Source: an optimization exercise on an open RTL-to-GDS flow (aim: small area). Production flows keep margins and buffers that such runs may drop.
Only simulation tests tie the RTL to the original design; equivalence was not proved.
Power is estimated from default activity; no workload was simulated.

## run A
==> flow/design.v <==
`default_nettype none
module tdes_enc (
	input  wire          clk,
	input  wire          rst,
	input  wire  [127:0] pt,
	input  wire  [191:0] keys,
	output logic [127:0] ct,
	output logic [191:0] ek
);
	logic        ld;           
	logic [3:0]  rc;           
	logic        p1, p2, nd;   
	logic [63:0] x_q, y_q, k_q;   
	logic [63:0] e1_q, e2_q;
	wire run   = ~ld & nd;
	wire lastr = (rc == 4'd15);
	function automatic logic [63:0] key_step(input logic [63:0] k);
		logic [15:0] t1, t2, t3, t4;
		t1 = k[63:48] ^ {2'b00, k[13:0]};
		t2 = t1 ^ k[47:32];
		t3 = t2 ^ k[31:16];
		t4 = t3 ^ k[15:0];
		key_step = {t1, t2, t3, t4};
	endfunction
	always_ff @(posedge clk) begin
		ld <= rst;
		rc <= ld ? 4'd0 : rc + 4'd1;
		if (rst) begin
			p1 <= 1'b0;
			p2 <= 1'b0;
			nd <= 1'b1;
		end else if (~ld && lastr) begin
			p1 <= 1'b1;
			p2 <= p1;
			nd <= ~p2;
		end
	end
	wire x_take = ~ld & run & ~(rc == 4'd0 && p1);
	wire x_hold = ~ld & ~(run & ~(rc == 4'd0 && p1));
	always_ff @(posedge clk) begin
		x_q <= ~(({64{ld}} & pt[127:64]) | ({64{x_take}} & ~y_q) | ({64{x_hold}} & ~x_q));
	end
	always_ff @(posedge clk) begin
		if (ld)
			y_q <= ~pt[63:0];
		else
			y_q <= y_q ^ ({64{run}} & (x_q ^ k_q));
	end
	wire k_s1   = ld;
	wire k_s2   = ~ld & lastr & ~p1 & nd;
	wire k_s3   = ~ld & lastr & p1 & ~p2;
	wire k_step = ~ld & ~lastr & nd;
	wire k_hold = ~ld & ((lastr & p2) | ~nd);
	wire [63:0] k_nx = ({64{k_s1}} & keys[191:128]) |
	                   ({64{k_s2}} & keys[127:64]) |
	                   ({64{k_s3}} & keys[63:0]) |
	                   ({64{k_step}} & ~(key_step(k_q) ^ 64'h3fff_c000_3fff_c000)) |
	                   ({64{k_hold}} & ~k_q);
	always_ff @(posedge clk)
		k_q <= ~k_nx;
	wire e1_ld = ~rst & run & lastr & ~p1;
	wire e2_ld = ~rst & run & lastr & p1 & ~p2;
	wire e1_hd = ~rst & ~e1_ld;
	wire e2_hd = ~rst & ~e2_ld;
	always_ff @(posedge clk) begin
		e1_q <= ({64{e1_ld}} & ~k_q) | ({64{e1_hd}} & e1_q);
		e2_q <= ({64{e2_ld}} & ~k_q) | ({64{e2_hd}} & e2_q);
	end
	assign ct = ~({x_q, y_q} | {128{nd}});
	assign ek = {e1_q, e2_q, ~(k_q | {64{nd}})};
endmodule
`default_nettype wire
export LEC_CHECK = 0
export CAP_MARGIN = 20
export CORE_AREA = 5 5 165 165
export DIE_AREA = 0 0 170 170
export SLEW_MARGIN = 20
create_clock -name core_clock -period 5.0 [get_ports {clk}]
standard.sh (not shown) runs the stock make flow with config.mk's settings and CLKGATE_MAP_FILE= SYNTH_SCRIPT=/design/flow/synth_recipe.tcl, a recipe that flattens the netlist after the stock synthesis.
==> flow/flow/run.sh <==
#!/bin/bash
# The standard layout (standard.sh) with three changes:
#  - synthesis maps logic with an area-oriented abc script (flow/my_synth.tcl),
#  - ports are buffered with the smallest buffer,
#  - the clock tree uses small buffers and no dummy loads.
set -euo pipefail
W=$(pwd)
sed "s#SYNTH_SCRIPT=[^ ]*#SYNTH_SCRIPT=$W/flow/my_synth.tcl#" standard.sh > my_standard.sh
export BUFFER_PORTS_ARGS="-buffer_cell sky130_fd_sc_hd__buf_1"
export REMOVE_ABC_BUFFERS=1
export PLACE_PINS_ARGS="-min_distance 1 -min_distance_in_tracks"
export CTS_ARGS="-sink_clustering_enable -sink_clustering_size 10 -sink_clustering_max_diameter 30 -repair_clock_nets -dont_use_dummy_load -buf_list sky130_fd_sc_hd__clkbuf_4"
bash my_standard.sh finish > standard_flow.log 2>&1
==> flow/flow/area.abc <==
&get -n
&st
&dch -f
&nf -R 1000 -p -E 100
&st
&dch -f
&nf -R 1000 -p -E 100
&put
==> flow/flow/my_synth.tcl <==
# The standard flow's synthesis (synth_recipe.tcl) with only the abc step's script swapped
# for the area-oriented one beside this file. Registers are mapped before abc,
# so they come out as in the standard synthesis.
set ::my_abc_script [file join [file dirname [file normalize [info script]]] area.abc]
proc abc {args} {
  set i [lsearch -exact $args -script]
  if { $i >= 0 } { lset args [expr {$i + 1}] $::my_abc_script }
  puts "abc with $::my_abc_script"
  yosys abc {*}$args
}
source [file join [file dirname [file dirname [file normalize [info script]]]] synth_recipe.tcl]
Run A: done, clean on timing, DRC and antenna
--- input diff run A..run B ---
- CORE_AREA: 5 5 165 165 -> 5 5 155 155
- DIE_AREA: 0 0 170 170 -> 0 0 160 160
--- a/flow/flow/run.sh
+++ b/flow/flow/run.sh
@@ -10,4 +10,4 @@
 export REMOVE_ABC_BUFFERS=1
 export PLACE_PINS_ARGS="-min_distance 1 -min_distance_in_tracks"
-export CTS_ARGS="-sink_clustering_enable -sink_clustering_size 10 -sink_clustering_max_diameter 30 -repair_clock_nets -dont_use_dummy_load -buf_list sky130_fd_sc_hd__clkbuf_4"
+export CTS_ARGS="-sink_clustering_enable -sink_clustering_size 10 -sink_clustering_max_diameter 40 -repair_clock_nets -dont_use_dummy_load -buf_list sky130_fd_sc_hd__clkbuf_4"
 bash my_standard.sh finish > standard_flow.log 2>&1
### Flow results
- Relative to run A, highest cell delay on the worst timing path has gone down in run B.
- Diff run A and run B: reg-to-reg setup timing slack higher in run A
- Comparing run A against run B, there is no change at all in number of hold violations in the final report.
- Compared with run A, run B shows a lower placeable core region.
Edits applied to the flow inputs when going from run B to run C:
--- a/flow/flow/run.sh
+++ b/flow/flow/run.sh
@@ -10,4 +10,4 @@
 export REMOVE_ABC_BUFFERS=1
 export PLACE_PINS_ARGS="-min_distance 1 -min_distance_in_tracks"
-export CTS_ARGS="-sink_clustering_enable -sink_clustering_size 10 -sink_clustering_max_diameter 40 -repair_clock_nets -dont_use_dummy_load -buf_list sky130_fd_sc_hd__clkbuf_4"
+export CTS_ARGS="-sink_clustering_enable -sink_clustering_size 8 -sink_clustering_max_diameter 50 -repair_clock_nets -dont_use_dummy_load -buf_list sky130_fd_sc_hd__clkbuf_4"
 bash my_standard.sh finish > standard_flow.log 2>&1
Notes after the runs:
Run C: total via count in the routed design about 0.6% below run B
Comparing run B against run C, there is no change at all in mean post-synth cell area.
Looking at run C and run B, the net count reported at finish is a wash.
Worst hold slack essentially unchanged between run C and run B.
Re number of antenna violations at the first check in global routing: no difference whatsoever between run C and run B.
Run C leaves less setup margin than run B.
Inputs modified between run C and run D:
- DIE_AREA now 0 0 150 150, was 0 0 160 160
- CORE_AREA now 5 5 145 145, was 5 5 155 155
Notes after the runs:
- Taking run C as the reference, in run D count of placed standard cells in the final layout, fillers left out moved down, count of input and output buffers barely changed, utilization +9.8 points, non-clock buffer count in the final layout rose by about 0.46%, vertical extent of the die now smaller.
- Run D reached the final stage; the timing, DRC and antenna checks on its layout passed.
- Max freq run C -> run D: degraded
- Relative to run C, run D improves global-route wire length before repair.
- Run D vs. run C: post-layout worst setup margin has decreased, reported net switching power increased about 1.2%, biggest cell delay along the critical path now sits higher.
The inputs of run E differ from those of run D as listed below.
- DIE_AREA: 0 0 150 150 -> 0 0 180 180
- CORE_AREA: 5 5 145 145 -> 5 5 175 175
--- a/flow/flow/run.sh
+++ b/flow/flow/run.sh
@@ -10,4 +10,4 @@
 export REMOVE_ABC_BUFFERS=1
 export PLACE_PINS_ARGS="-min_distance 1 -min_distance_in_tracks"
-export CTS_ARGS="-sink_clustering_enable -sink_clustering_size 8 -sink_clustering_max_diameter 50 -repair_clock_nets -dont_use_dummy_load -buf_list sky130_fd_sc_hd__clkbuf_4"
+export CTS_ARGS="-sink_clustering_enable -sink_clustering_size 10 -sink_clustering_max_diameter 40 -repair_clock_nets -dont_use_dummy_load -buf_list sky130_fd_sc_hd__clkbuf_4"
 bash my_standard.sh finish > standard_flow.log 2>&1
==> flow/flow/area.abc <==
&get -n
&st
&dch
&nf -R 1000 -p -E 100
&put
==> run summary <==
- Total detailed-routing wirelength: run D vs run E, no meaningful difference
- Run E vs. run D: area of the die went up by 44%, slack of the worst reg-to-reg path went down by 0.60 ns.
- Run E vs run D: cell area up in run E

---

Setup of job 2181:
RTL: the design.v shown in full above, as it stands there.
==> flow/config.mk <==
export PLATFORM = sky130hd
export DESIGN_NAME = tdes_enc
export DESIGN_NICKNAME = tdes_enc
export VERILOG_FILES = /design/flow/design.v
export SDC_FILE = /design/flow/constraint.sdc
export NUM_CORES = 4
export LEC_CHECK = 0
export CAP_MARGIN = 20
export CORE_AREA = 5 5 155 155
export DIE_AREA = 0 0 160 160
export GPL_TIMING_DRIVEN = 0
export SLEW_MARGIN = 20
==> flow/constraint.sdc <==
create_clock -name core_clock -period 5.0 [get_ports {clk}]
set_input_delay 1.0000 -clock core_clock [delete_from_list [all_inputs] [get_ports {clk}]]
set_output_delay 1.0000 -clock core_clock [all_outputs]
set_load 0.01 [all_outputs]
==> flow/flow/run.sh <==
#!/bin/bash
# The standard layout (standard.sh) with three changes:
#  - synthesis maps logic with an area-oriented abc script (flow/my_synth.tcl),
#  - ports are buffered with the smallest buffer,
#  - the clock tree uses small buffers and no dummy loads.
set -euo pipefail
W=$(pwd)
sed "s#SYNTH_SCRIPT=[^ ]*#SYNTH_SCRIPT=$W/flow/my_synth.tcl#" standard.sh > my_standard.sh
export BUFFER_PORTS_ARGS="-buffer_cell sky130_fd_sc_hd__buf_1"
export REMOVE_ABC_BUFFERS=1
export PLACE_PINS_ARGS="-min_distance 1 -min_distance_in_tracks"
export CTS_ARGS="-sink_clustering_enable -sink_clustering_size 10 -sink_clustering_max_diameter 40 -repair_clock_nets -dont_use_dummy_load -buf_list sky130_fd_sc_hd__clkbuf_4"
bash my_standard.sh finish > standard_flow.log 2>&1
==> flow/flow/area.abc <==
&get -n
&st
&dch -f
&nf -R 1000 -p -E 100
&st
&dch -f
&nf -R 1000 -p -E 100
&put
Scripts as last shown in full above: flow/flow/my_synth.tcl
Here is what was changed in the inputs of job 1176 compared with job 2181.
-- flow/config.mk --
<<< job 2181, line 7
export LEC_CHECK = 0
export CAP_MARGIN = 20
export CORE_AREA = 5 5 155 155
export DIE_AREA = 0 0 160 160
export GPL_TIMING_DRIVEN = 0
export SLEW_MARGIN = 20
>>> job 1176, line 7
export LEC_CHECK = 0
export CAP_MARGIN = 20
export CORE_AREA = 5 5 175 175
export DIE_AREA = 0 0 180 180
export SLEW_MARGIN = 20
==> run summary <==
- Job 1176 vs job 2181 — final total power rose 0.045 mW.
- Looking at portion of the clock cycle consumed by the worst path in the final layout, job 1176 sits 5.6 points below job 2181.
- There was hardly any difference in layout net count between job 1176 and job 2181.
- Die span in x was higher in the run labelled job 1176.
- Min worst path setup slack after routing across job 1176 and job 2181: job 2181
- Looking at power density over the cells, job 1176 sits above job 2181.
- | summed area of non-filler cells in the final layout | job 1176 vs job 2181 | better |
- Relative to job 2181, the routability-driven placement congestion ratio of job 1176 is higher by 2.3%.
For job 5434, these inputs were changed with respect to job 1176:
-- flow/config.mk --
<<< job 1176, line 7
export LEC_CHECK = 0
export CAP_MARGIN = 20
export CORE_AREA = 5 5 175 175
export DIE_AREA = 0 0 180 180
export SLEW_MARGIN = 20
>>> job 5434, line 7
export LEC_CHECK = 0
export CAP_MARGIN = 20
export CORE_AREA = 5 5 165 165
export DIE_AREA = 0 0 170 170
export SLEW_MARGIN = 20
--- outcome ---
Both conditions hold for job 5434: the flow ran to the end and the final layout passed the timing, DRC and antenna checks. Post-detailed-placement cell area (higher): job 1176. Between job 5434 and job 1176, it is job 5434 whose clock period minus final worst setup slack is higher, by 0.059 ns. Re part of the cycle the worst path needs: job 5434 is 1.2 points up on job 1176. Changes observed in job 5434 relative to job 1176: post-synthesis to final-layout area growth lower; overall global routing resource usage higher; power lower. Delta(setup slack, job 5434 - job 1176) < 0.
Relative to job 5434, the following input files were edited for job 1721:
-- flow/flow/run.sh --
<<< job 5434, line 10
export REMOVE_ABC_BUFFERS=1
export PLACE_PINS_ARGS="-min_distance 1 -min_distance_in_tracks"
export CTS_ARGS="-sink_clustering_enable -sink_clustering_size 10 -sink_clustering_max_diameter 40 -repair_clock_nets -dont_use_dummy_load -buf_list sky130_fd_sc_hd__clkbuf_4"
bash my_standard.sh finish > standard_flow.log 2>&1
>>> job 1721, line 10
export REMOVE_ABC_BUFFERS=1
export PLACE_PINS_ARGS="-min_distance 1 -min_distance_in_tracks"
export CTS_ARGS="-sink_clustering_enable -sink_clustering_size 10 -sink_clustering_max_diameter 30 -repair_clock_nets -dont_use_dummy_load -buf_list sky130_fd_sc_hd__clkbuf_4"
bash my_standard.sh finish > standard_flow.log 2>&1
-- flow/config.mk --
<<< job 5434, line 7
export LEC_CHECK = 0
export CAP_MARGIN = 20
export CORE_AREA = 5 5 165 165
export DIE_AREA = 0 0 170 170
export SLEW_MARGIN = 20
>>> job 1721, line 7
export LEC_CHECK = 0
export CAP_MARGIN = 20
export CORE_AREA = 5 5 175 175
export DIE_AREA = 0 0 180 180
export SLEW_MARGIN = 20
Findings:
Diff job 5434 and job 1721: initial antenna violation count lower in job 5434
Die outline height of job 1721 exceeds that of job 5434 by a few percent.
On multi-input gate area in the final layout, job 5434 tracks job 1721 almost exactly.
Diff job 5434 -> job 1721 | highest net fanout along the worst path | up by more than 10%
Reported for job 5434 and job 1721, maximum number of buffers from clock root to sink turned out identical to the last digit.
Of job 5434 and job 1721, job 1721 shows the higher power, with job 5434 below it.
Note that the clock-net power recorded for job 1721 amounts to 1.3 times the value seen in job 5434.
Comparing job 5434 and job 1721, the higher non-clock buffer count was measured on job 5434.
The synthesis-to-layout area growth in job 1721 was higher than what job 5434 gave.
Per the comparison of job 1721 with job 5434, hold slack down 0.0049 ns; post-DP HPWL -1.1%.

[port drivers added, routing unchanged]
In the flow no input, the clock included, has a driving cell. The finished layouts below were timed again as built, in two steps. Step 1 sets driving cells, clkbuf_16 on the clock port and buf_2 on the other inputs (assumed; they add their load-dependent delay and slew). Step 2 also shifts input and output timing later by t, the mid clock arrival at the registers, as if the neighbouring blocks saw the same clock. Three values: ideal ports, drivers, drivers and shift; two values: the first two.
run | shift t [ns] | setup WS [ns] | clock arrival spread, ns
run A | 0.684 | 1.409 / 1.362 / 1.892 | 0.105 / 0.105
run B | 0.680 | 1.466 / 1.422 / 1.708 | 0.064 / 0.064
run C | 0.714 | 1.417 / 1.372 / 1.756 | 0.058 / 0.058
run D | 0.693 | 1.337 / 1.292 / 1.777 | 0.050 / 0.050
run E | 0.702 | 1.183 / 1.183 / 1.183 | 0.065 / 0.066
job 2181 | 0.686 | 1.112 / 1.112 / 1.112 | 0.061 / 0.061
job 1176 | 0.707 | 1.390 / 1.344 / 1.952 | 0.074 / 0.074
job 5434 | 0.706 | 1.331 / 1.285 / 1.830 | 0.052 / 0.052
job 1721 | 0.691 | 1.396 / 1.350 / 1.973 | 0.109 / 0.109
After both steps every run listed still meets setup and hold.
